Source: an optimization exercise on an open RTL-to-GDS flow (aim: small area, a short achievable clock period and few clock cycles). Production flows keep margins and buffers that such runs may drop. At most, simulation tests tie the RTL to the original design; equivalence was not proved. No functional check of the RTL was part of run 3. Power is estimated from default activity; no workload was simulated.

==> flow/design.v <==
package cpu6502_pkg;
  typedef logic [7:0] byte_t;
  typedef logic [7:0] addr_t;
  localparam int MEM_BYTES = 256;
  localparam int SB_SLOTS = 12;
  localparam int FLAG_N = 7;
  localparam int FLAG_V = 6;
  localparam int FLAG_B = 4;
  localparam int FLAG_Z = 1;
  localparam int FLAG_C = 0;
  localparam logic [4:0] K_ORA = 5'd0;
  localparam logic [4:0] K_AND = 5'd1;
  localparam logic [4:0] K_EOR = 5'd2;
  localparam logic [4:0] K_ADC = 5'd3;
  localparam logic [4:0] K_STA = 5'd4;
  localparam logic [4:0] K_LDA = 5'd5;
  localparam logic [4:0] K_CMP = 5'd6;
  localparam logic [4:0] K_SBC = 5'd7;
  localparam logic [4:0] K_LDX = 5'd8;
  localparam logic [4:0] K_LDY = 5'd9;
  localparam logic [4:0] K_TAX = 5'd10;
  localparam logic [4:0] K_TAY = 5'd11;
  localparam logic [4:0] K_TXA = 5'd12;
  localparam logic [4:0] K_TYA = 5'd13;
  localparam logic [4:0] K_INX = 5'd14;
  localparam logic [4:0] K_INY = 5'd15;
  localparam logic [4:0] K_DEX = 5'd16;
  localparam logic [4:0] K_DEY = 5'd17;
  localparam logic [4:0] K_CLC = 5'd18;
  localparam logic [4:0] K_SEC = 5'd19;
  localparam logic [4:0] K_NOP = 5'd20;
endpackage
`timescale 1ns/10ps
module program_rom (
  input  logic               raw_clk,
  input  logic               we,
  input  cpu6502_pkg::addr_t wa,
  input  cpu6502_pkg::byte_t wd,
  input  cpu6502_pkg::addr_t ra,
  output cpu6502_pkg::byte_t rd
);
  cpu6502_pkg::byte_t mem [0:cpu6502_pkg::MEM_BYTES-1];
  always_ff @(posedge raw_clk)
  begin
    if (we)
      mem[wa] <= wd;
  end
  assign rd = mem[ra];
endmodule
`timescale 1ns/10ps
module fetch_decode (
  input  cpu6502_pkg::byte_t op,
  output logic [4:0]         kind,
  output logic               two_byte,
  output logic               zp,
  output logic               brk,
  output logic               illegal
);
  logic g1;
  assign g1 = (op[1:0] == 2'b01) &&
              ((op[4:2] == 3'b001) || ((op[4:2] == 3'b010) && (op[7:5] != 3'b100)));
  always_comb
  begin
    kind     = cpu6502_pkg::K_NOP;
    two_byte = 1'b0;
    zp       = 1'b0;
    brk      = 1'b0;
    illegal  = 1'b0;
    if (g1)
    begin
      kind     = {2'b00, op[7:5]};
      two_byte = 1'b1;
      zp       = (op[4:2] == 3'b001) && (op[7:5] != 3'b100);
    end
    else
    begin
      case (op)
        8'hA2: begin kind = cpu6502_pkg::K_LDX; two_byte = 1'b1; end
        8'hA0: begin kind = cpu6502_pkg::K_LDY; two_byte = 1'b1; end
        8'hAA: kind = cpu6502_pkg::K_TAX;
        8'hA8: kind = cpu6502_pkg::K_TAY;
        8'h8A: kind = cpu6502_pkg::K_TXA;
        8'h98: kind = cpu6502_pkg::K_TYA;
        8'hE8: kind = cpu6502_pkg::K_INX;
        8'hC8: kind = cpu6502_pkg::K_INY;
        8'hCA: kind = cpu6502_pkg::K_DEX;
        8'h88: kind = cpu6502_pkg::K_DEY;
        8'h18: kind = cpu6502_pkg::K_CLC;
        8'h38: kind = cpu6502_pkg::K_SEC;
        8'hEA: kind = cpu6502_pkg::K_NOP;
        8'h00: brk  = 1'b1;
        default: illegal = 1'b1;
      endcase
    end
  end
endmodule
`timescale 1ns/10ps
module op_queue #(
  parameter int K = cpu6502_pkg::SB_SLOTS
) (
  input  logic               raw_clk,
  input  logic               drop,
  input  logic               commit,
  input  cpu6502_pkg::addr_t la,
  output logic [K-1:0]       m_spec,
  output logic [K-1:0]       m_comm,
  output logic               hit,
  output cpu6502_pkg::byte_t hit_data,
  output logic [K-1:0]       alloc_oh,
  output logic               free_any,
  input  logic               alloc_en,
  input  logic [K-1:0]       dw_oh,
  input  cpu6502_pkg::byte_t dw_data,
  input  logic [K-1:0]       inv,
  input  logic               drain_ok,
  output logic               drain_v,
  output cpu6502_pkg::addr_t drain_addr,
  output cpu6502_pkg::byte_t drain_data
);
  logic               sv [0:K-1];
  logic               ss [0:K-1];
  logic               sh [0:K-1];
  cpu6502_pkg::addr_t sa [0:K-1];
  cpu6502_pkg::byte_t sd [0:K-1];
  logic [K-1:0]       comm;
  logic [K-1:0]       drain_oh;
  logic               hit_s;
  cpu6502_pkg::byte_t data_s;
  cpu6502_pkg::byte_t data_c;
  always_comb
  begin
    for (int i = 0; i < K; i++)
    begin
      m_spec[i] = sv[i] && ss[i] && (sa[i] == la);
      m_comm[i] = sv[i] && !ss[i] && (sa[i] == la);
      comm[i]   = sv[i] && !ss[i];
    end
  end
  always_comb
  begin
    hit_s  = |m_spec;
    hit    = |m_spec || |m_comm;
    data_s = '0;
    data_c = '0;
    for (int i = 0; i < K; i++)
    begin
      data_s = data_s | (sd[i] & {8{m_spec[i]}});
      data_c = data_c | (sd[i] & {8{m_comm[i]}});
    end
    hit_data = hit_s ? data_s : data_c;
  end
  always_comb
  begin
    alloc_oh = '0;
    free_any = 1'b0;
    for (int i = 0; i < K; i++)
    begin
      if (!sv[i] && !free_any)
      begin
        alloc_oh[i] = 1'b1;
        free_any    = 1'b1;
      end
    end
  end
  always_comb
  begin
    drain_oh = '0;
    drain_v  = 1'b0;
    for (int i = 0; i < K; i++)
    begin
      if (comm[i] && !drain_v)
      begin
        drain_oh[i] = 1'b1;
        drain_v     = 1'b1;
      end
    end
    drain_addr = '0;
    drain_data = '0;
    for (int i = 0; i < K; i++)
    begin
      drain_addr = drain_addr | (sa[i] & {8{drain_oh[i]}});
      drain_data = drain_data | (sd[i] & {8{drain_oh[i]}});
    end
  end
  always_ff @(posedge raw_clk)
  begin
    for (int i = 0; i < K; i++)
    begin
      if (alloc_en && alloc_oh[i])
      begin
        sv[i] <= 1'b1;
        ss[i] <= 1'b1;
        sh[i] <= 1'b0;
        sa[i] <= la;
      end
      else
      begin
        if ((drain_ok && drain_oh[i]) || inv[i] || (drop && ss[i]) || (commit && sh[i]))
          sv[i] <= 1'b0;
        if (commit || drop)
        begin
          ss[i] <= 1'b0;
          sh[i] <= 1'b0;
        end
        else if (alloc_en && m_comm[i])
        begin
          sh[i] <= 1'b1;
        end
      end
      if (dw_oh[i])
        sd[i] <= dw_data;
    end
  end
endmodule
`timescale 1ns/10ps
module execute_unit (
  input  logic               raw_clk,
  input  logic               w_en,
  input  logic               w_rst,
  input  logic               w_rst_p,
  input  cpu6502_pkg::addr_t w_addr,
  input  cpu6502_pkg::byte_t w_data,
  output cpu6502_pkg::addr_t fpc,
  input  cpu6502_pkg::byte_t prd,
  output cpu6502_pkg::byte_t reg_a,
  output cpu6502_pkg::byte_t reg_x,
  output cpu6502_pkg::byte_t reg_y,
  output cpu6502_pkg::byte_t status,
  output logic               halted_i,
  output logic               fault_i
);
  localparam int K = cpu6502_pkg::SB_SLOTS;
  logic [8:0]         hw;
  logic               spec_live;
  logic               restart;
  logic               inorder;
  logic               bad;
  logic               flush;
  logic               w_zero;
  cpu6502_pkg::byte_t bq;
  logic               bv;
  logic               avail;
  cpu6502_pkg::byte_t byte_f;
  logic [4:0]         dk_kind;
  logic               dk_two;
  logic               dk_zp;
  logic               dk_brk;
  logic               dk_ill;
  logic               d_arg;
  logic [4:0]         d_kind;
  logic               d_zp;
  logic               d_sta;
  logic               d_stop;
  logic               d_stall;
  logic               consume;
  logic               e_valid;
  logic [4:0]         e_kind;
  cpu6502_pkg::addr_t e_addr;
  cpu6502_pkg::byte_t m_q;
  logic               e_spec;
  logic [K-1:0]       e_tgt;
  logic [K-1:0]       e_inv;
  logic               e_sta;
  logic               e_direct;
  cpu6502_pkg::byte_t ra, rx, ry;
  logic               fn, fv, fb, fz, fc;
  logic               zp_we;
  cpu6502_pkg::addr_t zp_wa;
  cpu6502_pkg::byte_t zp_wd;
  cpu6502_pkg::byte_t zp_rd;
  cpu6502_pkg::byte_t zp_val;
  logic [K-1:0]       m_spec;
  logic [K-1:0]       m_comm;
  logic               sb_hit;
  cpu6502_pkg::byte_t sb_data;
  logic [K-1:0]       alloc_oh;
  logic               free_any;
  logic               alloc_en;
  logic               drain_ok;
  logic               drain_v;
  cpu6502_pkg::addr_t drain_addr;
  cpu6502_pkg::byte_t drain_data;
  assign reg_a  = ra;
  assign reg_x  = rx;
  assign reg_y  = ry;
  assign status = {fn, fv, 1'b0, fb, 2'b00, fz, fc};
  assign w_zero  = w_en && (w_addr == 8'h00);
  assign restart = w_rst && (!w_rst_p || w_zero);
  assign inorder = w_en && !hw[8] && (w_addr == hw[7:0]);
  assign bad     = w_rst && w_en && !restart && !inorder;
  assign flush   = restart || bad;
  always_ff @(posedge raw_clk)
  begin
    if (restart)
    begin
      hw        <= {8'h00, w_zero};
      spec_live <= !w_en || w_zero;
    end
    else if (bad)
    begin
      spec_live <= 1'b0;
    end
    else if (w_rst && inorder)
    begin
      hw <= hw + 9'd1;
    end
  end
  assign avail  = !w_rst ||
                  (spec_live && (({1'b0, fpc} < hw) || (inorder && (w_addr == fpc))));
  assign byte_f = (w_en && (w_addr == fpc)) ? w_data : prd;
  always_ff @(posedge raw_clk)
  begin
    if (flush)
    begin
      bq  <= w_data;
      bv  <= restart && w_zero;
      fpc <= {7'd0, restart && w_zero};
    end
    else if (!bv || consume)
    begin
      bv <= avail;
      if (avail)
      begin
        bq  <= byte_f;
        fpc <= fpc + 8'd1;
      end
    end
  end
  fetch_decode dec (
    .op       (bq),
    .kind     (dk_kind),
    .two_byte (dk_two),
    .zp       (dk_zp),
    .brk      (dk_brk),
    .illegal  (dk_ill)
  );
  assign d_stall  = d_arg && d_sta && w_rst && !(|m_spec) && !free_any;
  assign consume  = bv && !d_stop && !d_stall;
  assign alloc_en = consume && d_arg && d_sta && w_rst && !(|m_spec) && !flush;
  assign e_sta    = e_valid && (e_kind == cpu6502_pkg::K_STA);
  assign e_direct = e_sta && !e_spec;
  assign zp_val   = sb_hit ? sb_data : zp_rd;
  always_ff @(posedge raw_clk)
  begin
    if (flush)
    begin
      d_arg   <= 1'b0;
      d_stop  <= 1'b0;
      e_valid <= 1'b0;
    end
    else
    begin
      e_valid <= 1'b0;
      if (consume)
      begin
        if (!d_arg)
        begin
          if (dk_brk || dk_ill)
          begin
            d_stop <= 1'b1;
          end
          else if (dk_two)
          begin
            d_arg  <= 1'b1;
            d_kind <= dk_kind;
            d_zp   <= dk_zp;
            d_sta  <= (dk_kind == cpu6502_pkg::K_STA);
          end
          else
          begin
            e_valid <= 1'b1;
            e_kind  <= dk_kind;
          end
        end
        else
        begin
          d_arg   <= 1'b0;
          e_valid <= 1'b1;
          e_kind  <= d_kind;
          e_addr  <= bq;
          m_q     <= d_zp ? zp_val : bq;
          e_spec  <= w_rst;
          e_tgt   <= (|m_spec) ? m_spec : alloc_oh;
          e_inv   <= m_spec | m_comm;
        end
      end
    end
  end
  assign drain_ok = !e_direct;
  assign zp_we    = e_direct ? !flush : drain_v;
  assign zp_wa    = e_direct ? e_addr : drain_addr;
  assign zp_wd    = e_direct ? ra : drain_data;
  program_rom zp (
    .raw_clk (raw_clk),
    .we      (zp_we),
    .wa      (zp_wa),
    .wd      (zp_wd),
    .ra      (bq),
    .rd      (zp_rd)
  );
  op_queue #(.K(K)) sb (
    .raw_clk    (raw_clk),
    .drop       (flush),
    .commit     (!w_rst),
    .la         (bq),
    .m_spec     (m_spec),
    .m_comm     (m_comm),
    .hit        (sb_hit),
    .hit_data   (sb_data),
    .alloc_oh   (alloc_oh),
    .free_any   (free_any),
    .alloc_en   (alloc_en),
    .dw_oh      ((e_sta && e_spec && !flush) ? e_tgt : {K{1'b0}}),
    .dw_data    (ra),
    .inv        ((e_direct && !flush) ? e_inv : {K{1'b0}}),
    .drain_ok   (drain_ok),
    .drain_v    (drain_v),
    .drain_addr (drain_addr),
    .drain_data (drain_data)
  );
  cpu6502_pkg::byte_t m_alu;
  logic               cin;
  logic [8:0]         sum;
  cpu6502_pkg::byte_t a_nxt, x_nxt, y_nxt, nz_src;
  logic               c_nxt, v_nxt, nz_upd;
  always_comb
  begin
    m_alu = ((e_kind == cpu6502_pkg::K_SBC) || (e_kind == cpu6502_pkg::K_CMP)) ? ~m_q : m_q;
    cin   = (e_kind == cpu6502_pkg::K_CMP) ? 1'b1 : fc;
    sum   = {1'b0, ra} + {1'b0, m_alu} + {8'd0, cin};
    a_nxt  = ra;
    x_nxt  = rx;
    y_nxt  = ry;
    c_nxt  = fc;
    v_nxt  = fv;
    nz_upd = 1'b1;
    case (e_kind)
      cpu6502_pkg::K_ORA: a_nxt = ra | m_q;
      cpu6502_pkg::K_AND: a_nxt = ra & m_q;
      cpu6502_pkg::K_EOR: a_nxt = ra ^ m_q;
      cpu6502_pkg::K_LDA: a_nxt = m_q;
      cpu6502_pkg::K_ADC, cpu6502_pkg::K_SBC:
      begin
        a_nxt = sum[7:0];
        c_nxt = sum[8];
        v_nxt = (ra[7] == m_alu[7]) && (sum[7] != ra[7]);
      end
      cpu6502_pkg::K_CMP: c_nxt = sum[8];
      cpu6502_pkg::K_LDX: x_nxt = m_q;
      cpu6502_pkg::K_LDY: y_nxt = m_q;
      cpu6502_pkg::K_TAX: x_nxt = ra;
      cpu6502_pkg::K_TAY: y_nxt = ra;
      cpu6502_pkg::K_TXA: a_nxt = rx;
      cpu6502_pkg::K_TYA: a_nxt = ry;
      cpu6502_pkg::K_INX: x_nxt = rx + 8'd1;
      cpu6502_pkg::K_INY: y_nxt = ry + 8'd1;
      cpu6502_pkg::K_DEX: x_nxt = rx - 8'd1;
      cpu6502_pkg::K_DEY: y_nxt = ry - 8'd1;
      cpu6502_pkg::K_CLC: begin c_nxt = 1'b0; nz_upd = 1'b0; end
      cpu6502_pkg::K_SEC: begin c_nxt = 1'b1; nz_upd = 1'b0; end
      default: nz_upd = 1'b0;    
    endcase
    case (e_kind)
      cpu6502_pkg::K_LDX, cpu6502_pkg::K_TAX,
      cpu6502_pkg::K_INX, cpu6502_pkg::K_DEX: nz_src = x_nxt;
      cpu6502_pkg::K_LDY, cpu6502_pkg::K_TAY,
      cpu6502_pkg::K_INY, cpu6502_pkg::K_DEY: nz_src = y_nxt;
      cpu6502_pkg::K_CMP: nz_src = sum[7:0];
      default: nz_src = a_nxt;
    endcase
  end
  always_ff @(posedge raw_clk)
  begin
    if (flush)
    begin
      ra       <= '0;
      rx       <= '0;
      ry       <= '0;
      fn       <= 1'b0;
      fv       <= 1'b0;
      fb       <= 1'b0;
      fz       <= 1'b0;
      fc       <= 1'b0;
      halted_i <= 1'b0;
      fault_i  <= 1'b0;
    end
    else
    begin
      if (e_valid)
      begin
        ra <= a_nxt;
        rx <= x_nxt;
        ry <= y_nxt;
        fc <= c_nxt;
        fv <= v_nxt;
        if (nz_upd)
        begin
          fn <= nz_src[7];
          fz <= (nz_src == 8'd0);
        end
      end
      if (consume && !d_arg && dk_brk)
      begin
        fb       <= 1'b1;
        halted_i <= 1'b1;
      end
      if (consume && !d_arg && dk_ill)
        fault_i <= 1'b1;
    end
  end
endmodule
`timescale 1ns/10ps
module cpu_core (
  input  logic               raw_clk,
  input  logic               button_reset,
  input  logic               prog_we,
  input  cpu6502_pkg::addr_t prog_addr,
  input  cpu6502_pkg::byte_t prog_data,
  output cpu6502_pkg::byte_t reg_a,
  output cpu6502_pkg::byte_t reg_x,
  output cpu6502_pkg::byte_t reg_y,
  output cpu6502_pkg::byte_t status,
  output logic               halted,
  output logic               fault
);
  logic               w_en;
  logic               w_rst;
  logic               w_rst_p;
  cpu6502_pkg::addr_t w_addr;
  cpu6502_pkg::byte_t w_data;
  logic               out_en;
  cpu6502_pkg::addr_t fpc;
  cpu6502_pkg::byte_t prd;
  cpu6502_pkg::byte_t a_i, x_i, y_i, st_i;
  logic               halted_i, fault_i;
  always_ff @(posedge raw_clk)
  begin
    w_en    <= prog_we;
    w_addr  <= prog_addr;
    w_data  <= prog_data;
    w_rst   <= !button_reset;
    w_rst_p <= w_rst;
    out_en  <= button_reset;
  end
  program_rom rom (
    .raw_clk (raw_clk),
    .we      (w_en),
    .wa      (w_addr),
    .wd      (w_data),
    .ra      (fpc),
    .rd      (prd)
  );
  execute_unit core (
    .raw_clk  (raw_clk),
    .w_en     (w_en),
    .w_rst    (w_rst),
    .w_rst_p  (w_rst_p),
    .w_addr   (w_addr),
    .w_data   (w_data),
    .fpc      (fpc),
    .prd      (prd),
    .reg_a    (a_i),
    .reg_x    (x_i),
    .reg_y    (y_i),
    .status   (st_i),
    .halted_i (halted_i),
    .fault_i  (fault_i)
  );
  assign reg_a  = a_i  & {8{out_en}};
  assign reg_x  = x_i  & {8{out_en}};
  assign reg_y  = y_i  & {8{out_en}};
  assign status = st_i & {8{out_en}};
  assign halted = halted_i & out_en;
  assign fault  = fault_i & out_en;
endmodule
==> flow/run.sh <==
#!/bin/bash
# synth_recipe.tcl (not shown) runs the flow's synth.tcl, then flattens the netlist and writes it again
# the make line also repeats each setting of config.mk as NAME=value (left out here)
make -C /OpenROAD-flow-scripts/flow DESIGN_CONFIG=/design/flow/config.mk WORK_HOME=/design/flow/orfs CLKGATE_MAP_FILE= SYNTH_SCRIPT=/design/flow/synth_recipe.tcl finish
==> flow/config.mk <==
export PLATFORM = sky130hd
export DESIGN_NAME = cpu_core
export DESIGN_NICKNAME = cpu_core
export VERILOG_FILES = /design/flow/design.v
export SDC_FILE = /design/flow/constraint.sdc
export NUM_CORES = 4
export LEC_CHECK = 0
export CAP_MARGIN = 20
export CELL_PAD_IN_SITES_DETAIL_PLACEMENT = 1
export CELL_PAD_IN_SITES_GLOBAL_PLACEMENT = 2
export CORE_MARGIN = 2
export CORE_UTILIZATION = 30
export PLACE_DENSITY = 0.45
export SLEW_MARGIN = 20
==> flow/constraint.sdc <==
create_clock -name core_clock -period 8.0 [get_ports {raw_clk}]
set_input_delay 1.6000 -clock core_clock [delete_from_list [all_inputs] [get_ports {raw_clk}]]
set_output_delay 1.6000 -clock core_clock [all_outputs]
set_load 0.01 [all_outputs]
==> results of run 1 <==
layout make-up:
class	count	area, um^2	share of cell area [%]
Timing Repair Buffer	388	3590	1.73
Antenna cell	8	20.0	0.00966
Clock inverter	282	2640	1.27
Sequential cell	4465	133000	64.2
Inverter	80	303	0.146
Clock buffer	672	14200	6.85
Multi-Input combinational cell	4139	43700	21.1
Tap cell	7837	9810	4.73
where the power goes:
part           leakage (nW)  internal, mW  switching (mW)
Clock                  8.19          13.6            10.1
Combinational          14.9          4.23            6.88
Sequential             44.9          25.7           0.522
logic make-up (layout without fill, tap and decap cells):
| family | Yosys count | count (layout) |
|---|---|---|
| buf+inv | 628 | 1422 |
| compound gates | 960 | 960 |
| flops | 4465 | 4465 |
| simple gates | 1672 | 1672 |
| other cells | 1 | 11 |
| fa+ha+maj | 45 | 45 |
| mux | 1313 | 1313 |
| xor+xnor | 146 | 146 |
worst max-delay path by stage:
stage	from	to	slack (ns)
2_1_floorplan	core.sb.ss[0]$_SDFFE_PP1P_	core.zp.mem[0][6]$_DFFE_PP_	-2.69
3_3_place_gp	register	core.m_q[4]$_DFFE_PP_	2.32
3_5_place_dp	core.sb.ss[4]$_SDFFE_PP1P_	core.zp.mem[177][6]$_DFFE_PP_	2.40
4_1_cts	core.sb.ss[4]$_SDFFE_PP1P_	core.zp.mem[177][5]$_DFFE_PP_	2.35
5_1_grt	core.sb.ss[4]$_SDFFE_PP1P_	core.zp.mem[177][3]$_DFFE_PP_	1.96
6_report	core.sb.ss[4]$_SDFFE_PP1P_	core.zp.mem[177][3]$_DFFE_PP_	2.37
Yosys cell counts (14+ instances only):
master | instances | share of area, %
ha_1 | 42 | 0.29
a22oi_1 | 166 | 0.70
o21ai_0 | 88 | 0.25
o22ai_1 | 78 | 0.27
and4_1 | 18 | 0.088
xor2_1 | 38 | 0.19
and2_1 | 64 | 0.22
nor4_1 | 49 | 0.17
nor3_1 | 97 | 0.27
o211ai_1 | 25 | 0.10
a2111oi_0 | 16 | 0.078
or3_1 | 18 | 0.063
nor2b_1 | 57 | 0.20
a221oi_1 | 88 | 0.43
a22o_1 | 52 | 0.25
and3_1 | 45 | 0.16
a31oi_1 | 50 | 0.17
a21oi_1 | 128 | 0.36
mux2i_1 | 231 | 1.3
mux4_2 | 1029 | 13
inv_1 | 77 | 0.16
a211oi_1 | 58 | 0.24
o221ai_1 | 14 | 0.068
xnor2_1 | 108 | 0.53
mux2_2 | 53 | 0.33
nand3_1 | 152 | 0.42
buf_2 | 148 | 0.41
o21bai_1 | 14 | 0.059
nand2_1 | 276 | 0.58
or4_1 | 20 | 0.084
clkbuf_1 | 233 | 0.49
o2111ai_1 | 21 | 0.10
a222oi_1 | 29 | 0.16
dfxtp_1 | 112 | 1.3
and3b_1 | 19 | 0.093
buf_1 | 44 | 0.092
nor2_1 | 658 | 1.4
buf_6 | 41 | 0.26
buf_4 | 81 | 0.34
nand2b_1 | 58 | 0.20
edfxtp_1 | 4353 | 73
nand4_1 | 69 | 0.24
layout by cell type (no fill, tap or decap), types with 33 or more instances in the layout:
cell             count
edfxtp_1          4353
mux4_2            1029
nor2_1             649
clkbuf_16          547
buf_4              292
nand2_1            266
mux2i_1            231
a22oi_1            166
nand3_1            142
a21oi_1            128
clkbuf_1           121
clkinv_1           113
xnor2_1            108
nor3_1              91
dfxtp_1             89
a221oi_1            88
o21ai_0             85
inv_1               77
o22ai_1             76
clkinv_2            72
nand4_1             69
and2_1              62
nand2b_1            58
a211oi_1            55
mux2_2              53
a22o_1              52
a31oi_1             50
clkdlybuf4s50_1     49
nor2b_1             47
and3_1              44
buf_12              44
ha_1                42
xor2_1              38
nor4_1              33
through the flow:
stage | area [um^2] | hold slack (ns) | util, %
final | 207000 | 0.467 | 34.9
after global routing | 207000 | 0.494 | 34.9
after CTS | 207000 | 0.475 | 34.9
after detailed placement | 190000 | 0.461 | 32.0
after global placement | 190000 | 0.447 | 32.0
after floorplan | 179000 | 0.382 | -
worst max-delay path: cells and delay by family (launching register included):
kind                   cells  cell delay (ns)
DFF                        1             0.50
AOI/OAI and AO/OA          2             0.87
and+or+nand+nor            6             3.10
buffers and inverters      2             0.68
state kept, by name, indices dropped and copies added (netlist names), 9 cells and up, named ones only:
signal,flops
core.e_inv,12
core.e_tgt,12
core.hw,9
core.sb.sa,96
core.sb.sd,96
core.sb.sh,12
core.sb.ss,12
core.sb.sv,12
core.zp.mem,2048
rom.mem,2048
routing by layer:
metal	global-route usage, %	share of wire, %	vias to the layer above
met4	4.70	2.4	0
met5	0	0	-
met2	35.2	50	2334
met1	28.5	44	52000
met3	2.30	3.8	709
li1	-	-	39100
==> report_table.html, run 1 <==
<table>
<tr><th>Metric</th><th>Value</th></tr>
<tr><th colspan="2">Status</th></tr>
<tr><td>Status</td><td>complete, no violations</td></tr>
<tr><th colspan="2">Global route</th></tr>
<tr><td>Antenna violations before repair</td><td>46</td></tr>
<tr><td>Wire length of the first global-routing pass</td><td>875000 um</td></tr>
<tr><td>Total global routing overflow</td><td>0</td></tr>
<tr><td>Vias in the first global route</td><td>approximately 100k</td></tr>
<tr><td>Largest net degree at the start of global routing</td><td>approximately 150</td></tr>
<tr><td>Total routing resource utilization after global routing</td><td>just over 20%</td></tr>
<tr><th colspan="2">Critical path</th></tr>
<tr><td>Max FO, Critical Path</td><td>18</td></tr>
<tr><td>Worst flop-to-flop path startpoint</td><td>core.sb.ss[4]$_SDFFE_PP1P_</td></tr>
<tr><td>Worst Setup End Kind</td><td>register</td></tr>
<tr><td>Cell with the biggest individual delay on the critical path</td><td>a2111oi_0</td></tr>
<tr><td>Endpoint of the lowest-slack register-to-register path</td><td>core.zp.mem[177][3]$_DFFE_PP_</td></tr>
<tr><td>Chain of cells forming the critical path</td><td>nand2b_1 &gt; nand3_2 &gt; a2111oi_0 &gt; a2111oi_1 &gt; buf_4 &gt; and3_1 &gt; nor4_4 &gt; nand3_2 &gt; buf_4 &gt; nor2_1</td></tr>
<tr><td>Critical Path Max Stage Delay</td><td>approximately 0.77 ns</td></tr>
<tr><td>Data required time of the worst path</td><td>around 8.7 ns</td></tr>
<tr><td>Kind of critical path</td><td>reg2reg</td></tr>
<tr><td>Worst R2R Setup Slack</td><td>between 2 and 2.5 ns</td></tr>
<tr><td>Worst-case reg-to-reg path depth</td><td>10</td></tr>
<tr><td>Type of element launching the critical path</td><td>register</td></tr>
<tr><td>Arr. time, crit path</td><td>roughly 6.3 ns</td></tr>
<tr><th colspan="2">Hold path</th></tr>
<tr><td>End point of the worst hold path</td><td>core.halted_i$_SDFFE_PN0P_</td></tr>
<tr><td>Path type of the worst min-delay path</td><td>reg2reg</td></tr>
<tr><td>Source of the worst hold timing path</td><td>core.halted_i$_SDFFE_PN0P_</td></tr>
<tr><td>Number of cells on the worst hold path</td><td>2</td></tr>
<tr><th colspan="2">Yosys</th></tr>
<tr><td>Share of cell area taken by muxes after synthesis</td><td>14.6%</td></tr>
<tr><td>Cell count after synthesis</td><td>9230</td></tr>
<tr><td>Post-synthesis register bit count</td><td>approximately 4500</td></tr>
<tr><td>Proportion of synthesized chip area in sequential cells</td><td>between 70% and 80%</td></tr>
<tr><td>Simple-gate share of the synthesized area</td><td>around 4.6%</td></tr>
<tr><td>Fraction of the mapped netlist area in compound gates</td><td>slightly below 4%</td></tr>
<tr><td>Number of different library cells in the post-synthesis netlist</td><td>102</td></tr>
<tr><td>Average size of a mapped cell</td><td>roughly 20 um^2</td></tr>
<tr><td>Main combinational cell family by area after synthesis</td><td>multiplexers</td></tr>
<tr><td>Count of flip-flops with a built-in enable after synthesis</td><td>about 4400</td></tr>
<tr><td>Adder and majority gate portion of the synthesized area</td><td>less than 1%</td></tr>
<tr><td>Leading register cell type out of synthesis</td><td>edfxtp_1</td></tr>
<tr><td>Ys async rst share</td><td>0%</td></tr>
<tr><td>Post-Synth XOR/XNOR Area</td><td>less than 1%</td></tr>
<tr><td>Yosys warning total</td><td>10</td></tr>
<tr><td>Post-synth design cell area</td><td>179000 um^2</td></tr>
<tr><th colspan="2">Routing</th></tr>
<tr><td>Detailed-route wire length per cell</td><td>around 35 um</td></tr>
<tr><td>Violation count after the first detailed-routing iteration</td><td>around 7900</td></tr>
<tr><td>Detailed Route WL</td><td>between 600000 and 700000 um</td></tr>
<tr><td>Number of iterations in the first detailed-routing pass</td><td>7</td></tr>
<tr><td>Number of nets with antenna violations after routing</td><td>0</td></tr>
<tr><td>Vias</td><td>94100</td></tr>
<tr><td>Count of unresolved DRC violations after routing</td><td>0</td></tr>
<tr><td>Via density per instance</td><td>about 5.3</td></tr>
<tr><th colspan="2">Die</th></tr>
<tr><td>Initial core utilization</td><td>between 30% and 40%</td></tr>
<tr><td>Number of top-level pins</td><td>53</td></tr>
<tr><td>Height of the die</td><td>a little under 800 um</td></tr>
<tr><td>Die X</td><td>777 um</td></tr>
<tr><td>Number of placement rows</td><td>about 280</td></tr>
<tr><td>Die ar.</td><td>around 600000 um^2</td></tr>
<tr><td>Floorplan core area</td><td>approximately 590000 um^2</td></tr>
<tr><th colspan="2">CTS</th></tr>
<tr><td>Deepest clock path buffer count</td><td>4</td></tr>
<tr><td>Number of buffers inserted for hold repair after clock tree synthesis</td><td>0</td></tr>
<tr><td>CTS H-tree lvls</td><td>6</td></tr>
<tr><td>Clock buffer count from CTS</td><td>about 540</td></tr>
<tr><td>Clock Pin Slew Worst Setup and Hold Paths</td><td>~0.060 ns</td></tr>
<tr><td>Resized cells post-CTS</td><td>0</td></tr>
<tr><td>Root buffer cell</td><td>clkbuf_16</td></tr>
<tr><td>Clock latency at the later pin of the worst-skew pair</td><td>1.05 ns</td></tr>
<tr><td>Setup Buffers After CTS</td><td>0</td></tr>
<tr><td>Total clock sinks</td><td>about 4500</td></tr>
<tr><td>CTS tree</td><td>built</td></tr>
<tr><th colspan="2">Finish</th></tr>
<tr><td>NumNets Final</td><td>approximately 9700</td></tr>
<tr><td>Non-filler cells, final</td><td>~18000</td></tr>
<tr><td>Layout-stage area growth over the synthesis result</td><td>15.6%</td></tr>
<tr><td>Number of fillers in the final layout</td><td>approximately 58000</td></tr>
<tr><td>Layout cell share with drive strength beyond 1</td><td>between 20 and 25%</td></tr>
<tr><th colspan="2">Timing</th></tr>
<tr><td>Final Hold Fails</td><td>0</td></tr>
<tr><td>Upper clock frequency limit</td><td>between 0.15 and 0.2 GHz</td></tr>
<tr><td>Setup TNS</td><td>0 ns</td></tr>
<tr><td>Portion of the clock cycle consumed by the worst path in the final layout</td><td>between 70% and 80%</td></tr>
<tr><td>Number of failing setup endpoints in the final timing report</td><td>0</td></tr>
<tr><td>Worst Setup Slack, final</td><td>2.37 ns</td></tr>
<tr><td>RSZ-0062 raised after global routing</td><td>false</td></tr>
<tr><td>Clk_skew</td><td>about 0.064 ns</td></tr>
<tr><td>Final Slew Violations</td><td>0</td></tr>
<tr><td>Slew at the pin closest to its max-slew limit</td><td>approximately 1.1 ns</td></tr>
<tr><td>Tightest slew margin relative to the limit</td><td>24.3%</td></tr>
<tr><td>Final min period</td><td>5.63 ns</td></tr>
<tr><th colspan="2">Placement</th></tr>
<tr><td>Setup slack after placement</td><td>about 2.4 ns</td></tr>
<tr><td>Final weighted congestion in routability-driven placement</td><td>0.800</td></tr>
<tr><td>IO Port Bufs</td><td>49</td></tr>
<tr><td>Placed instance count</td><td>between 15000 and 20000</td></tr>
<tr><td>Hpwl dp</td><td>~410000 um</td></tr>
<tr><th colspan="2">Pwr</th></tr>
<tr><td>Maximum VDD drop</td><td>between 0.2 and 0.25 mV</td></tr>
<tr><td>Pwr per Cell Area</td><td>between 200 and 300 nW/um^2</td></tr>
<tr><td>P_leak</td><td>68.0 nW</td></tr>
<tr><td>Overall power after layout</td><td>between 60 and 70 mW</td></tr>
<tr><th colspan="2">Flow run</th></tr>
<tr><td>Number of max-cap violations</td><td>0</td></tr>
</table>
Testbench counts, summed over its fixed seeds: cycles 27,512.
==> run 2, diff against run 1 <==
--- a/flow/config.mk
+++ b/flow/config.mk
@@ -5,10 +5,12 @@
 export SDC_FILE = /design/flow/constraint.sdc
 export NUM_CORES = 4
 export LEC_CHECK = 0
+export ABC_CLOCK_PERIOD_IN_PS = 3500
 export CAP_MARGIN = 20
 export CELL_PAD_IN_SITES_DETAIL_PLACEMENT = 1
 export CELL_PAD_IN_SITES_GLOBAL_PLACEMENT = 2
 export CORE_MARGIN = 2
 export CORE_UTILIZATION = 30
 export PLACE_DENSITY = 0.45
+export SETUP_SLACK_MARGIN = 4.5
 export SLEW_MARGIN = 20
==> report_table.html, run 2 <==
<table>
<tr><th>Metric</th><th>Value</th></tr>
<tr><th colspan="2">Critical path</th></tr>
<tr><td>Chain of cells forming the critical path</td><td>buf_12 &gt; buf_4 &gt; buf_12 &gt; mux4_2 &gt; a32oi_2 &gt; o211ai_1 &gt; a221o_1 &gt; o311a_1 &gt; a221o_2 &gt; mux2_4 &gt; mux2_2</td></tr>
<tr><td>Cell type with the highest occurrence count on the critical path</td><td>buf_12</td></tr>
<tr><td>Kind of cell adding the most delay to the critical path</td><td>compound AO/OA/AOI/OAI gates</td></tr>
<tr><td>Type of element launching the critical path</td><td>register</td></tr>
<tr><td>Worst Setup End Kind</td><td>register</td></tr>
<tr><td>Arr. time, crit path</td><td>4.71 ns</td></tr>
<tr><td>Max FO, Critical Path</td><td>64</td></tr>
<tr><td>Cell with the biggest individual delay on the critical path</td><td>a221o_1</td></tr>
<tr><td>Data required time of the worst path</td><td>slightly below 9 ns</td></tr>
<tr><td>Critical Path Max Stage Delay</td><td>0.43 ns</td></tr>
<tr><td>Kind of critical path</td><td>reg2reg</td></tr>
<tr><td>Worst path buffer plus inverter count</td><td>3</td></tr>
<tr><th colspan="2">Die</th></tr>
<tr><td>Die X</td><td>777 um</td></tr>
<tr><td>Height of the die</td><td>slightly below 800 um</td></tr>
<tr><td>Number of top-level pins</td><td>between 50 and 60</td></tr>
<tr><td>Initial core utilization</td><td>between 30% and 40%</td></tr>
<tr><td>Number of placement rows</td><td>about 280</td></tr>
<tr><td>Die ar.</td><td>approximately 600000 um^2</td></tr>
<tr><td>Floorplan core area</td><td>between 500000 and 600000 um^2</td></tr>
<tr><th colspan="2">Placement</th></tr>
<tr><td>Setup slack after placement</td><td>1.77 ns</td></tr>
<tr><td>Placed instance count</td><td>around 17000</td></tr>
<tr><td>Final weighted congestion in routability-driven placement</td><td>0.804</td></tr>
<tr><td>Hpwl dp</td><td>between 400000 and 500000 um</td></tr>
<tr><td>Placed cell area</td><td>190000 um^2</td></tr>
<tr><td>IO Port Bufs</td><td>49</td></tr>
<tr><th colspan="2">CTS</th></tr>
<tr><td>Number of buffers inserted for hold repair after clock tree synthesis</td><td>0</td></tr>
<tr><td>Clock buffer count from CTS</td><td>~530</td></tr>
<tr><td>CTS tree</td><td>built</td></tr>
<tr><td>Root buffer cell</td><td>clkbuf_16</td></tr>
<tr><td>Total clock sinks</td><td>~4500</td></tr>
<tr><td>CTS H-tree lvls</td><td>6</td></tr>
<tr><td>Clock latency at the later pin of the worst-skew pair</td><td>between 1 and 1.5 ns</td></tr>
<tr><td>Clock Pin Slew Worst Setup and Hold Paths</td><td>roughly 0.060 ns</td></tr>
<tr><td>Deepest clock path buffer count</td><td>4</td></tr>
<tr><th colspan="2">Pwr</th></tr>
<tr><td>Fraction of power consumed by the clock network</td><td>about 36%</td></tr>
<tr><td>Sequential fraction of design power</td><td>between 30% and 40%</td></tr>
<tr><td>Pwr per Cell Area</td><td>294 nW/um^2</td></tr>
<tr><td>Cell internal pwr</td><td>approximately 47 mW</td></tr>
<tr><td>Maximum VDD drop</td><td>approximately 0.22 mV</td></tr>
<tr><td>Overall power after layout</td><td>between 60 and 70 mW</td></tr>
<tr><td>Switching power total</td><td>between 15 and 20 mW</td></tr>
<tr><td>Combinational fraction of design power</td><td>approximately a quarter</td></tr>
<tr><td>Switching fraction of total power</td><td>29.3%</td></tr>
<tr><td>P_leak</td><td>~75 nW</td></tr>
<tr><th colspan="2">Timing</th></tr>
<tr><td>Final Slew Violations</td><td>0</td></tr>
<tr><td>Worst Setup Slack, final</td><td>between 4 and 5 ns</td></tr>
<tr><td>Upper clock frequency limit</td><td>about 0.26 GHz</td></tr>
<tr><td>Slew at the pin closest to its max-slew limit</td><td>between 1 and 1.5 ns</td></tr>
<tr><td>Setup TNS</td><td>0 ns</td></tr>
<tr><td>Final Hold Fails</td><td>0</td></tr>
<tr><td>Number of failing setup endpoints in the final timing report</td><td>0</td></tr>
<tr><td>Portion of the clock cycle consumed by the worst path in the final layout</td><td>~48%</td></tr>
<tr><td>Final min period</td><td>3.80 ns</td></tr>
<tr><td>Tightest slew margin relative to the limit</td><td>between 20% and 30%</td></tr>
<tr><td>Fin Hold WS</td><td>between 0.4 and 0.5 ns</td></tr>
<tr><td>RSZ-0062 raised after global routing</td><td>true</td></tr>
<tr><td>Clk_skew</td><td>0.0597 ns</td></tr>
<tr><th colspan="2">Routing</th></tr>
<tr><td>Via density per instance</td><td>around 5.3</td></tr>
<tr><td>Number of iterations in the first detailed-routing pass</td><td>8</td></tr>
<tr><td>Count of unresolved DRC violations after routing</td><td>0</td></tr>
<tr><td>Number of nets with antenna violations after routing</td><td>0</td></tr>
<tr><td>Vias</td><td>98800</td></tr>
<tr><td>Violation count after the first detailed-routing iteration</td><td>8026</td></tr>
<tr><td>Detailed-route wire length per cell</td><td>about 37 um</td></tr>
<tr><td>Detailed Route WL</td><td>685000 um</td></tr>
<tr><th colspan="2">Flow run</th></tr>
<tr><td>Number of max-cap violations</td><td>0</td></tr>
<tr><th colspan="2">Yosys</th></tr>
<tr><td>Ys async rst share</td><td>0%</td></tr>
<tr><td>Count of flip-flops with a built-in enable after synthesis</td><td>about 4400</td></tr>
<tr><td>Proportion of synthesized chip area in sequential cells</td><td>74.2%</td></tr>
<tr><td>Top post-synthesis cells by count</td><td>edfxtp_1 (4353), mux4_2 (1029), nor2_1 (658)</td></tr>
<tr><td>Leading register cell type out of synthesis</td><td>edfxtp_1</td></tr>
<tr><td>Post-synthesis register bit count</td><td>approximately 4500</td></tr>
<tr><td>Cell count after synthesis</td><td>around 9200</td></tr>
<tr><td>Post-synth design cell area</td><td>179000 um^2</td></tr>
<tr><td>Top cell type's share of synthesized area</td><td>roughly 73%</td></tr>
<tr><td>Most instantiated library cell after synthesis</td><td>edfxtp_1</td></tr>
<tr><td>Largest area contributor in the netlist</td><td>edfxtp_1</td></tr>
<tr><td>Number of different library cells in the post-synthesis netlist</td><td>roughly 100</td></tr>
<tr><td>Synth top area cells</td><td>edfxtp_1 (73%), mux4_2 (13%), nor2_1 (1.4%)</td></tr>
<tr><td>Yosys warning total</td><td>10</td></tr>
<tr><td>Average size of a mapped cell</td><td>19.4 um^2</td></tr>
<tr><th colspan="2">Finish</th></tr>
<tr><td>Commonest non-fill, non-tap cell in the layout</td><td>edfxtp_1</td></tr>
<tr><td>Layout-stage area growth over the synthesis result</td><td>25.5%</td></tr>
<tr><td>NumNets Final</td><td>between 10000 and 15000</td></tr>
<tr><td>Number of fillers in the final layout</td><td>around 57000</td></tr>
<tr><td>Final Cell Area</td><td>225000 um^2</td></tr>
<tr><td>Footprint of the flip-flops and latches</td><td>133000 um^2</td></tr>
<tr><td>Top library cells by usage in the layout, fill and taps aside</td><td>edfxtp_1 (4353), mux4_2 (1029), buf_4 (581)</td></tr>
<tr><td>Post-route core utilization</td><td>between 30% and 40%</td></tr>
<tr><td>Largest registers</td><td>core.zp.mem: 2048 flops, rom.mem: 2048 flops</td></tr>
<tr><td>Area used by multi-input combinational logic</td><td>between 40000 and 50000 um^2</td></tr>
<tr><td>Non-filler cells, final</td><td>between 15000 and 20000</td></tr>
<tr><td>Layout cell share with drive strength beyond 1</td><td>between 30% and 40%</td></tr>
<tr><th colspan="2">Global route</th></tr>
<tr><td>Total global routing overflow</td><td>0</td></tr>
<tr><td>Largest net degree at the start of global routing</td><td>between 150 and 200</td></tr>
<tr><td>Antenna violations before repair</td><td>33</td></tr>
<tr><td>Total routing resource utilization after global routing</td><td>between 20% and 30%</td></tr>
<tr><td>Vias in the first global route</td><td>between 100k and 150k</td></tr>
<tr><td>Wire length of the first global-routing pass</td><td>about 920000 um</td></tr>
<tr><th colspan="2">Status</th></tr>
<tr><td>Status</td><td>complete, no violations</td></tr>
<tr><th colspan="2">Hold path</th></tr>
<tr><td>Path type of the worst min-delay path</td><td>reg2reg</td></tr>
</table>
==> run 2: path summary, 6_finish.rpt <==
| check | cells after the start | to | slack [ns] | startpoint |
|---|---|---|---|---|
| max | 11 | register | 4.20 | core.fpc[1]$_SDFFE_PN0P_ |
| min | 2 | core.halted_i$_SDFFE_PN0P_ | 0.48 | core.halted_i$_SDFFE_PN0P_ |
| max reg2reg | 11 | register | 4.20 | core.fpc[1]$_SDFFE_PN0P_ |
| min reg2reg | 2 | core.halted_i$_SDFFE_PN0P_ | 0.48 | core.halted_i$_SDFFE_PN0P_ |
==> run 2: layout make-up <==
class,count,share of cell area [%]
clock buffers,657,6.21
diodes,14,0.0156
flip-flops and latches,4465,59.2
clock inverters,285,1.36
repair buffers,1141,6.79
inverters,80,0.146
multi-input cells,4143,21.9
well taps,7837,4.36
==> run 2: worst register-to-register path, stage by stage (launching register included) <==
cell and delay [ns]:
dfxtp_4 0.39, buf_12 0.15, buf_4 0.14, buf_12 0.33
mux4_2 0.53, a32oi_2 0.29, o211ai_1 0.28, a221o_1 0.43
o311a_1 0.19, a221o_2 0.38, mux2_4 0.29, mux2_2 0.26
==> run 2: power groups by stage <==
| stage | Combinational [mW] | Sequential [mW] | Clock [mW] |
|---|---|---|---|
| 5_1_grt | 16.9 | 25.9 | 25.4 |
| 4_1_cts | 15.4 | 25.9 | 24.6 |
| 3_3_place_gp | 11.6 | 26.6 | 0 |
| 2_1_floorplan | 7.16 | 26.3 | 0 |
| 6_report | 16.3 | 25.9 | 24.0 |
| 3_5_place_dp | 11.6 | 26.6 | 0 |
==> run 2: per-layer routing <==
metal  GRT usage, %  vias to the layer above  part of all wire [%]
met5              0                        -                     0
met4           4.39                        0                   2.4
met3           2.40                      741                   4.1
met2           37.9                     2683                    50
met1           30.1                    54600                    43
li1               -                    40700                     -
==> run 2: cells by family after synthesis <==
group | after synthesis | synth area share [%]
buffers and inverters | 628 | 1.77
adder cells (fa/ha/maj) | 45 | 0.327
XOR/XNOR | 146 | 0.713
multiplexers | 1313 | 14.6
AO/OA/AOI/OAI | 960 | 3.89
flip-flops | 4465 | 74.2
other | 1 | 0.00209
AND/OR/NAND/NOR | 1672 | 4.57
==> run 2: what timing repair did <==
action                     in CTS  in global routing
setup buffers                 451                217
cloned                         70                 30
pin swaps                     256                189
resized for setup            1483                372
setup endpoints to repair    4999               3676
==> run 3, diff against run 2 <==
--- a/flow/design.v
+++ b/flow/design.v
@@ -36,16 +36,31 @@
   input  logic               we,
   input  cpu6502_pkg::addr_t wa,
   input  cpu6502_pkg::byte_t wd,
-  input  cpu6502_pkg::addr_t ra,
+  input  logic [15:0]        rhi,
+  input  logic [15:0]        rlo,
   output cpu6502_pkg::byte_t rd
 );
-  cpu6502_pkg::byte_t mem [0:cpu6502_pkg::MEM_BYTES-1];
-  always_ff @(posedge raw_clk)
+  logic [8*cpu6502_pkg::MEM_BYTES-1:0] mem;
+  for (genvar i = 0; i < cpu6502_pkg::MEM_BYTES; i++)
+  begin : g_byte
+    always_ff @(posedge raw_clk)
+    begin
+      if (we && (wa == i))
+        mem[8*i +: 8] <= wd;
+    end
+  end
+  always_comb
   begin
-    if (we)
-      mem[wa] <= wd;
+    cpu6502_pkg::byte_t row;
+    rd = '0;
+    for (int h = 0; h < 16; h++)
+    begin
+      row = '0;
+      for (int l = 0; l < 16; l++)
+        row = row | (mem[8*(16*h+l) +: 8] & {8{rlo[l]}});
+      rd = rd | (row & {8{rhi[h]}});
+    end
   end
-  assign rd = mem[ra];
 endmodule
 `timescale 1ns/10ps
 module fetch_decode (
@@ -220,7 +235,8 @@
   input  logic               w_rst_p,
   input  cpu6502_pkg::addr_t w_addr,
   input  cpu6502_pkg::byte_t w_data,
-  output cpu6502_pkg::addr_t fpc,
+  output logic [15:0]        fpc_hi_o,
+  output logic [15:0]        fpc_lo_o,
   input  cpu6502_pkg::byte_t prd,
   output cpu6502_pkg::byte_t reg_a,
   output cpu6502_pkg::byte_t reg_x,
@@ -230,6 +246,7 @@
   output logic               fault_i
 );
   localparam int K = cpu6502_pkg::SB_SLOTS;
+  cpu6502_pkg::addr_t fpc;
   logic [8:0]         hw;
   logic               spec_live;
   logic               restart;
@@ -241,6 +258,8 @@
   logic               bv;
   logic               avail;
   cpu6502_pkg::byte_t byte_f;
+  logic [15:0]        fpc_hi;
+  logic [15:0]        fpc_lo;
   logic [4:0]         dk_kind;
   logic               dk_two;
   logic               dk_zp;
@@ -264,9 +283,11 @@
   logic               e_direct;
   cpu6502_pkg::byte_t ra, rx, ry;
   logic               fn, fv, fb, fz, fc;
-  logic               zp_we;
-  cpu6502_pkg::addr_t zp_wa;
-  cpu6502_pkg::byte_t zp_wd;
+  logic               pw_v;
+  cpu6502_pkg::addr_t pw_a;
+  cpu6502_pkg::byte_t pw_d;
+  logic [15:0]        bq_hi;
+  logic [15:0]        bq_lo;
   cpu6502_pkg::byte_t zp_rd;
   cpu6502_pkg::byte_t zp_val;
   logic [K-1:0]       m_spec;
@@ -314,18 +335,25 @@
     begin
       bq  <= w_data;
       bv  <= restart && w_zero;
-      fpc <= {7'd0, restart && w_zero};
+      fpc    <= {7'd0, restart && w_zero};
+      fpc_hi <= 16'd1;
+      fpc_lo <= {14'd0, restart && w_zero, !(restart && w_zero)};
     end
     else if (!bv || consume)
     begin
       bv <= avail;
       if (avail)
       begin
-        bq  <= byte_f;
-        fpc <= fpc + 8'd1;
+        bq     <= byte_f;
+        fpc    <= fpc + 8'd1;
+        fpc_lo <= {fpc_lo[14:0], fpc_lo[15]};
+        if (fpc_lo[15])
+          fpc_hi <= {fpc_hi[14:0], fpc_hi[15]};
       end
     end
   end
+  assign fpc_hi_o = fpc_hi;
+  assign fpc_lo_o = fpc_lo;
   fetch_decode dec (
     .op       (bq),
     .kind     (dk_kind),
@@ -334,12 +362,12 @@
     .brk      (dk_brk),
     .illegal  (dk_ill)
   );
-  assign d_stall  = d_arg && d_sta && w_rst && !(|m_spec) && !free_any;
+  assign d_stall  = d_arg && d_sta && w_rst && !free_any;
   assign consume  = bv && !d_stop && !d_stall;
   assign alloc_en = consume && d_arg && d_sta && w_rst && !(|m_spec) && !flush;
   assign e_sta    = e_valid && (e_kind == cpu6502_pkg::K_STA);
   assign e_direct = e_sta && !e_spec;
-  assign zp_val   = sb_hit ? sb_data : zp_rd;
+  assign zp_val   = sb_hit ? sb_data : ((pw_v && (pw_a == bq)) ? pw_d : zp_rd);
   always_ff @(posedge raw_clk)
   begin
     if (flush)
@@ -387,15 +415,27 @@
     end
   end
   assign drain_ok = !e_direct;
-  assign zp_we    = e_direct ? !flush : drain_v;
-  assign zp_wa    = e_direct ? e_addr : drain_addr;
-  assign zp_wd    = e_direct ? ra : drain_data;
+  always_ff @(posedge raw_clk)
+  begin
+    pw_v <= e_direct ? !flush : drain_v;
+    pw_a <= e_direct ? e_addr : drain_addr;
+    pw_d <= e_direct ? ra : drain_data;
+  end
+  always_comb
+  begin
+    for (int i = 0; i < 16; i++)
+    begin
+      bq_hi[i] = (bq[7:4] == i);
+      bq_lo[i] = (bq[3:0] == i);
+    end
+  end
   program_rom zp (
     .raw_clk (raw_clk),
-    .we      (zp_we),
-    .wa      (zp_wa),
-    .wd      (zp_wd),
-    .ra      (bq),
+    .we      (pw_v),
+    .wa      (pw_a),
+    .wd      (pw_d),
+    .rhi     (bq_hi),
+    .rlo     (bq_lo),
     .rd      (zp_rd)
   );
   op_queue #(.K(K)) sb (
@@ -423,11 +463,14 @@
   logic [8:0]         sum;
   cpu6502_pkg::byte_t a_nxt, x_nxt, y_nxt, nz_src;
   logic               c_nxt, v_nxt, nz_upd;
+  logic               sum_zero;
+  logic               z_nxt;
   always_comb
   begin
     m_alu = ((e_kind == cpu6502_pkg::K_SBC) || (e_kind == cpu6502_pkg::K_CMP)) ? ~m_q : m_q;
     cin   = (e_kind == cpu6502_pkg::K_CMP) ? 1'b1 : fc;
     sum   = {1'b0, ra} + {1'b0, m_alu} + {8'd0, cin};
+    sum_zero = ((ra ^ m_alu) == {ra[6:0] | m_alu[6:0], cin});
     a_nxt  = ra;
     x_nxt  = rx;
     y_nxt  = ry;
@@ -468,6 +511,10 @@
       cpu6502_pkg::K_CMP: nz_src = sum[7:0];
       default: nz_src = a_nxt;
     endcase
+    case (e_kind)
+      cpu6502_pkg::K_ADC, cpu6502_pkg::K_SBC, cpu6502_pkg::K_CMP: z_nxt = sum_zero;
+      default: z_nxt = (nz_src == 8'd0);
+    endcase
   end
   always_ff @(posedge raw_clk)
   begin
@@ -496,7 +543,7 @@
         if (nz_upd)
         begin
           fn <= nz_src[7];
-          fz <= (nz_src == 8'd0);
+          fz <= z_nxt;
         end
       end
       if (consume && !d_arg && dk_brk)
@@ -529,7 +576,10 @@
   cpu6502_pkg::addr_t w_addr;
   cpu6502_pkg::byte_t w_data;
   logic               out_en;
-  cpu6502_pkg::addr_t fpc;
+  cpu6502_pkg::byte_t o_a, o_x, o_y, o_st;
+  logic               o_halt, o_fault;
+  logic [15:0]        fpc_hi;
+  logic [15:0]        fpc_lo;
   cpu6502_pkg::byte_t prd;
   cpu6502_pkg::byte_t a_i, x_i, y_i, st_i;
   logic               halted_i, fault_i;
@@ -547,7 +597,8 @@
     .we      (w_en),
     .wa      (w_addr),
     .wd      (w_data),
-    .ra      (fpc),
+    .rhi     (fpc_hi),
+    .rlo     (fpc_lo),
     .rd      (prd)
   );
   execute_unit core (
@@ -557,7 +608,8 @@
     .w_rst_p  (w_rst_p),
     .w_addr   (w_addr),
     .w_data   (w_data),
-    .fpc      (fpc),
+    .fpc_hi_o (fpc_hi),
+    .fpc_lo_o (fpc_lo),
     .prd      (prd),
     .reg_a    (a_i),
     .reg_x    (x_i),
@@ -566,10 +618,31 @@
     .halted_i (halted_i),
     .fault_i  (fault_i)
   );
-  assign reg_a  = a_i  & {8{out_en}};
-  assign reg_x  = x_i  & {8{out_en}};
-  assign reg_y  = y_i  & {8{out_en}};
-  assign status = st_i & {8{out_en}};
-  assign halted = halted_i & out_en;
-  assign fault  = fault_i & out_en;
+  always_ff @(posedge raw_clk)
+  begin
+    if (!button_reset || !out_en)
+    begin
+      o_a     <= '0;
+      o_x     <= '0;
+      o_y     <= '0;
+      o_st    <= '0;
+      o_halt  <= 1'b0;
+      o_fault <= 1'b0;
+    end
+    else
+    begin
+      o_a     <= a_i;
+      o_x     <= x_i;
+      o_y     <= y_i;
+      o_st    <= st_i;
+      o_halt  <= halted_i;
+      o_fault <= fault_i;
+    end
+  end
+  assign reg_a  = o_a;
+  assign reg_x  = o_x;
+  assign reg_y  = o_y;
+  assign status = o_st;
+  assign halted = o_halt;
+  assign fault  = o_fault;
 endmodule
==> report_table.html, run 3 <==
<table>
<tr><th>Metric</th><th>Value</th></tr>
<tr><th colspan="2">Critical path</th></tr>
<tr><td>Worst-case reg-to-reg path depth</td><td>15</td></tr>
<tr><td>Worst Setup End Kind</td><td>register</td></tr>
<tr><td>Arr. time, crit path</td><td>roughly 5 ns</td></tr>
<tr><td>Max FO, Critical Path</td><td>21</td></tr>
<tr><td>Kind of critical path</td><td>reg2reg</td></tr>
<tr><td>Data required time of the worst path</td><td>approximately 8.8 ns</td></tr>
<tr><td>Type of element launching the critical path</td><td>register</td></tr>
<tr><th colspan="2">Yosys</th></tr>
<tr><td>Proportion of synthesized chip area in sequential cells</td><td>around 80%</td></tr>
<tr><td>Top post-synthesis cells by count</td><td>edfxtp_1 (4355), a22oi_1 (774), nor2_1 (717)</td></tr>
<tr><td>Number of different library cells in the post-synthesis netlist</td><td>86</td></tr>
<tr><td>Most instantiated library cell after synthesis</td><td>edfxtp_1</td></tr>
<tr><td>Average size of a mapped cell</td><td>16.9 um^2</td></tr>
<tr><td>Count of flip-flops with a built-in enable after synthesis</td><td>4355</td></tr>
<tr><td>Post-synthesis register bit count</td><td>4536</td></tr>
<tr><td>Yosys warning total</td><td>10</td></tr>
<tr><td>Leading register cell type out of synthesis</td><td>edfxtp_1</td></tr>
<tr><td>Top cell type's share of synthesized area</td><td>between 70% and 80%</td></tr>
<tr><td>Post-synth design cell area</td><td>between 150000 and 200000 um^2</td></tr>
<tr><td>Synth top area cells</td><td>edfxtp_1 (76%), a22oi_1 (3.4%), a221oi_1 (3.3%)</td></tr>
<tr><td>Ys async rst share</td><td>0%</td></tr>
<tr><td>Cell count after synthesis</td><td>approximately 10000</td></tr>
<tr><td>Largest area contributor in the netlist</td><td>edfxtp_1</td></tr>
<tr><th colspan="2">Placement</th></tr>
<tr><td>Placed cell area</td><td>between 150000 and 200000 um^2</td></tr>
<tr><td>Final weighted congestion in routability-driven placement</td><td>a little under 0.9</td></tr>
<tr><td>Setup slack after placement</td><td>between 1.5 and 2 ns</td></tr>
<tr><td>Hpwl dp</td><td>approximately 510000 um</td></tr>
<tr><td>IO Port Bufs</td><td>49</td></tr>
<tr><td>Placed instance count</td><td>17800</td></tr>
<tr><th colspan="2">Global route</th></tr>
<tr><td>Vias in the first global route</td><td>~110k</td></tr>
<tr><td>Total routing resource utilization after global routing</td><td>between 20% and 30%</td></tr>
<tr><td>Largest net degree at the start of global routing</td><td>160</td></tr>
<tr><td>Antenna violations before repair</td><td>between 60 and 70</td></tr>
<tr><td>Total global routing overflow</td><td>0</td></tr>
<tr><td>Wire length of the first global-routing pass</td><td>about 1100000 um</td></tr>
<tr><th colspan="2">Finish</th></tr>
<tr><td>Number of fillers in the final layout</td><td>56100</td></tr>
<tr><td>Non-filler cells, final</td><td>roughly 19000</td></tr>
<tr><td>Footprint of the flip-flops and latches</td><td>about 130000 um^2</td></tr>
<tr><td>NumNets Final</td><td>around 11000</td></tr>
<tr><td>Top library cells by usage in the layout, fill and taps aside</td><td>edfxtp_1 (4355), a22oi_1 (726), buf_4 (664)</td></tr>
<tr><td>Largest registers</td><td>core.zp.mem: 2048 flops, rom.mem: 2048 flops</td></tr>
<tr><td>Area used by multi-input combinational logic</td><td>39000 um^2</td></tr>
<tr><td>Layout-stage area growth over the synthesis result</td><td>23.1%</td></tr>
<tr><td>Layout cell share with drive strength beyond 1</td><td>between 20% and 30%</td></tr>
<tr><td>Final Cell Area</td><td>212000 um^2</td></tr>
<tr><td>Post-route core utilization</td><td>a little under two fifths</td></tr>
<tr><td>Commonest non-fill, non-tap cell in the layout</td><td>edfxtp_1</td></tr>
<tr><th colspan="2">Routing</th></tr>
<tr><td>Violation count after the first detailed-routing iteration</td><td>approximately 14000</td></tr>
<tr><td>Via density per instance</td><td>a little under 6</td></tr>
<tr><td>Detailed Route WL</td><td>between 800000 and 900000 um</td></tr>
<tr><td>Count of unresolved DRC violations after routing</td><td>0</td></tr>
<tr><td>Detailed-route wire length per cell</td><td>about 45 um</td></tr>
<tr><td>Number of nets with antenna violations after routing</td><td>0</td></tr>
<tr><td>Number of iterations in the first detailed-routing pass</td><td>6</td></tr>
<tr><td>Vias</td><td>between 100k and 150k</td></tr>
<tr><th colspan="2">Timing</th></tr>
<tr><td>Portion of the clock cycle consumed by the worst path in the final layout</td><td>a little over half</td></tr>
<tr><td>Slew at the pin closest to its max-slew limit</td><td>~1.4 ns</td></tr>
<tr><td>Clk_skew</td><td>between 0.06 and 0.07 ns</td></tr>
<tr><td>Setup TNS</td><td>0 ns</td></tr>
<tr><td>Worst Setup Slack, final</td><td>~3.7 ns</td></tr>
<tr><td>Number of failing setup endpoints in the final timing report</td><td>0</td></tr>
<tr><td>Final Slew Violations</td><td>0</td></tr>
<tr><td>RSZ-0062 raised after global routing</td><td>true</td></tr>
<tr><td>Upper clock frequency limit</td><td>0.234 GHz</td></tr>
<tr><td>Tightest slew margin relative to the limit</td><td>a little under 6%</td></tr>
<tr><td>Final min period</td><td>approximately 4.3 ns</td></tr>
<tr><td>Fin Hold WS</td><td>between 0.4 and 0.5 ns</td></tr>
<tr><td>Final Hold Fails</td><td>0</td></tr>
<tr><th colspan="2">Die</th></tr>
<tr><td>Height of the die</td><td>approximately 760 um</td></tr>
<tr><td>Die X</td><td>around 760 um</td></tr>
<tr><td>Floorplan core area</td><td>about 570000 um^2</td></tr>
<tr><td>Number of placement rows</td><td>around 280</td></tr>
<tr><td>Die ar.</td><td>580000 um^2</td></tr>
<tr><td>Number of top-level pins</td><td>53</td></tr>
<tr><td>Initial core utilization</td><td>30.1%</td></tr>
<tr><th colspan="2">Pwr</th></tr>
<tr><td>Overall power after layout</td><td>between 50 and 60 mW</td></tr>
<tr><td>Pwr per Cell Area</td><td>274 nW/um^2</td></tr>
<tr><td>Maximum VDD drop</td><td>0.238 mV</td></tr>
<tr><td>P_leak</td><td>roughly 68 nW</td></tr>
<tr><th colspan="2">CTS</th></tr>
<tr><td>Clock buffer count from CTS</td><td>539</td></tr>
<tr><td>Deepest clock path buffer count</td><td>4</td></tr>
<tr><td>Clock latency at the later pin of the worst-skew pair</td><td>around 1.1 ns</td></tr>
<tr><td>CTS H-tree lvls</td><td>6</td></tr>
<tr><td>Root buffer cell</td><td>clkbuf_16</td></tr>
<tr><td>CTS tree</td><td>built</td></tr>
<tr><td>Total clock sinks</td><td>approximately 4500</td></tr>
<tr><td>Clock Pin Slew Worst Setup and Hold Paths</td><td>around 0.06 ns</td></tr>
<tr><th colspan="2">Status</th></tr>
<tr><td>Status</td><td>complete, no violations</td></tr>
<tr><th colspan="2">Hold path</th></tr>
<tr><td>Path type of the worst min-delay path</td><td>reg2reg</td></tr>
<tr><td>Number of cells on the worst hold path</td><td>2</td></tr>
<tr><th colspan="2">Flow run</th></tr>
<tr><td>Number of max-cap violations</td><td>0</td></tr>
</table>
run 3: cell types whose count changed after synthesis, sizes merged, moves of 49 or more:
| cell | delta |
|---|---|
| nand4 | +153 |
| dfxtp | +69 |
| mux2i | -164 |
| a22o | +569 |
| a222oi | +87 |
| buf | -50 |
| a221oi | +551 |
| a22oi | +608 |
| mux4 | -1023 |
| nor2 | +49 |
| clkbuf | +177 |
| o21ai | +85 |
run 3: layout make-up:
type | instances | area share (%)
flip-flops and latches | 4536 | 63.5
multi-input cells | 4931 | 18.4
clock buffers | 682 | 6.80
repair buffers | 1020 | 5.31
well taps | 7560 | 4.47
clock inverters | 279 | 1.33
inverters | 67 | 0.128
diodes | 28 | 0.0331
repair inverters | 1 | 0.00236
run 3: what timing repair did:
action	in CTS	in global routing
setup buffers	245	54
endpoints found under the setup margin	1150	667
hold buffers	0	0
pin swaps	205	147
cloned	48	8
resized for setup	821	267
run 3: power by group:
| part | leakage, nW | internal, mW | switching [mW] | total, mW |
|---|---|---|---|---|
| combinational | 17.7 | 2.14 | 5.26 | 7.40 |
| clock | 8.40 | 14.0 | 10.5 | 24.5 |
| sequential | 41.4 | 26.1 | 0.129 | 26.2 |
run 3: layer usage:
layer / vias up / share of wire [%] / global-route usage (%)
li1: 44400 / - / -
met1: 62200 / 43 / 39.1
met2: 5233 / 46 / 45.7
met3: 1336 / 6.6 / 4.36
met4: 16 / 4.5 / 10.5
met5: - / 0.012 / 0
run 3: final timing paths:
check                                     startpoint  slack, ns                    end
worst max register to register  core.bq[2]$_DFFE_PP_       3.73  core.m_q[6]$_DFFE_PP_
worst min register to register  core.fb$_SDFFE_PN0P_       0.49   core.fb$_SDFFE_PN0P_
worst min-delay path            core.fb$_SDFFE_PN0P_       0.49   core.fb$_SDFFE_PN0P_
worst max-delay path            core.bq[2]$_DFFE_PP_       3.73  core.m_q[6]$_DFFE_PP_
run 3: kinds of logic after synthesis:
family | Yosys count | share of synthesized area [%]
XOR/XNOR | 160 | 0.814
AO/OA/AOI/OAI | 2782 | 12.9
AND/OR/NAND/NOR | 1782 | 4.95
adder cells (fa/ha/maj) | 55 | 0.417
buffers and inverters | 742 | 1.84
multiplexers | 148 | 0.966
flip-flops | 4536 | 78.1
other | 1 | 0.00218
run 3: critical path: stages (launching register included):
cell and delay [ns]:
edfxtp_1 0.43, buf_12 0.17, buf_12 0.15, buf_16 0.14, nor4bb_4 0.17, buf_12 0.16
buf_6 0.30, a22oi_1 0.27, nand4_1 0.33, o21ai_2 0.37, buf_4 0.21, o2111ai_4 0.19
nor4_2 0.33, o2111a_2 0.30, a211o_4 0.20, a21oi_1 0.07

separate check: timing with driven ports:
No port has a modelled driver above. Below, the same layouts with a new extraction and two added sets of constraints.
Step 1 assumes that a clkbuf_16 drives the clock port and a buf_2 every other input.
Step 2, shift: input delay + t, output delay - t, t = (earliest + latest rising clock arrival at the registers) / 2. This alone moves slack from input paths to output paths.
Slacks: ideal ports / drivers / drivers and shift; pairs: ideal ports / drivers.
run	shift t [ns]	setup slack, ns	hold WS [ns]	cell pins on the clock port's net
run 1	1.147	2.373 / 2.373 / 2.373	0.467 / 0.467 / 0.467	1
run 2	1.151	4.199 / 4.199 / 4.199	0.480 / 0.480 / 0.480	1
run 3	1.175	3.726 / 3.726 / 3.726	0.493 / 0.493 / 0.493	1
After both steps setup and hold are still met in every run listed.
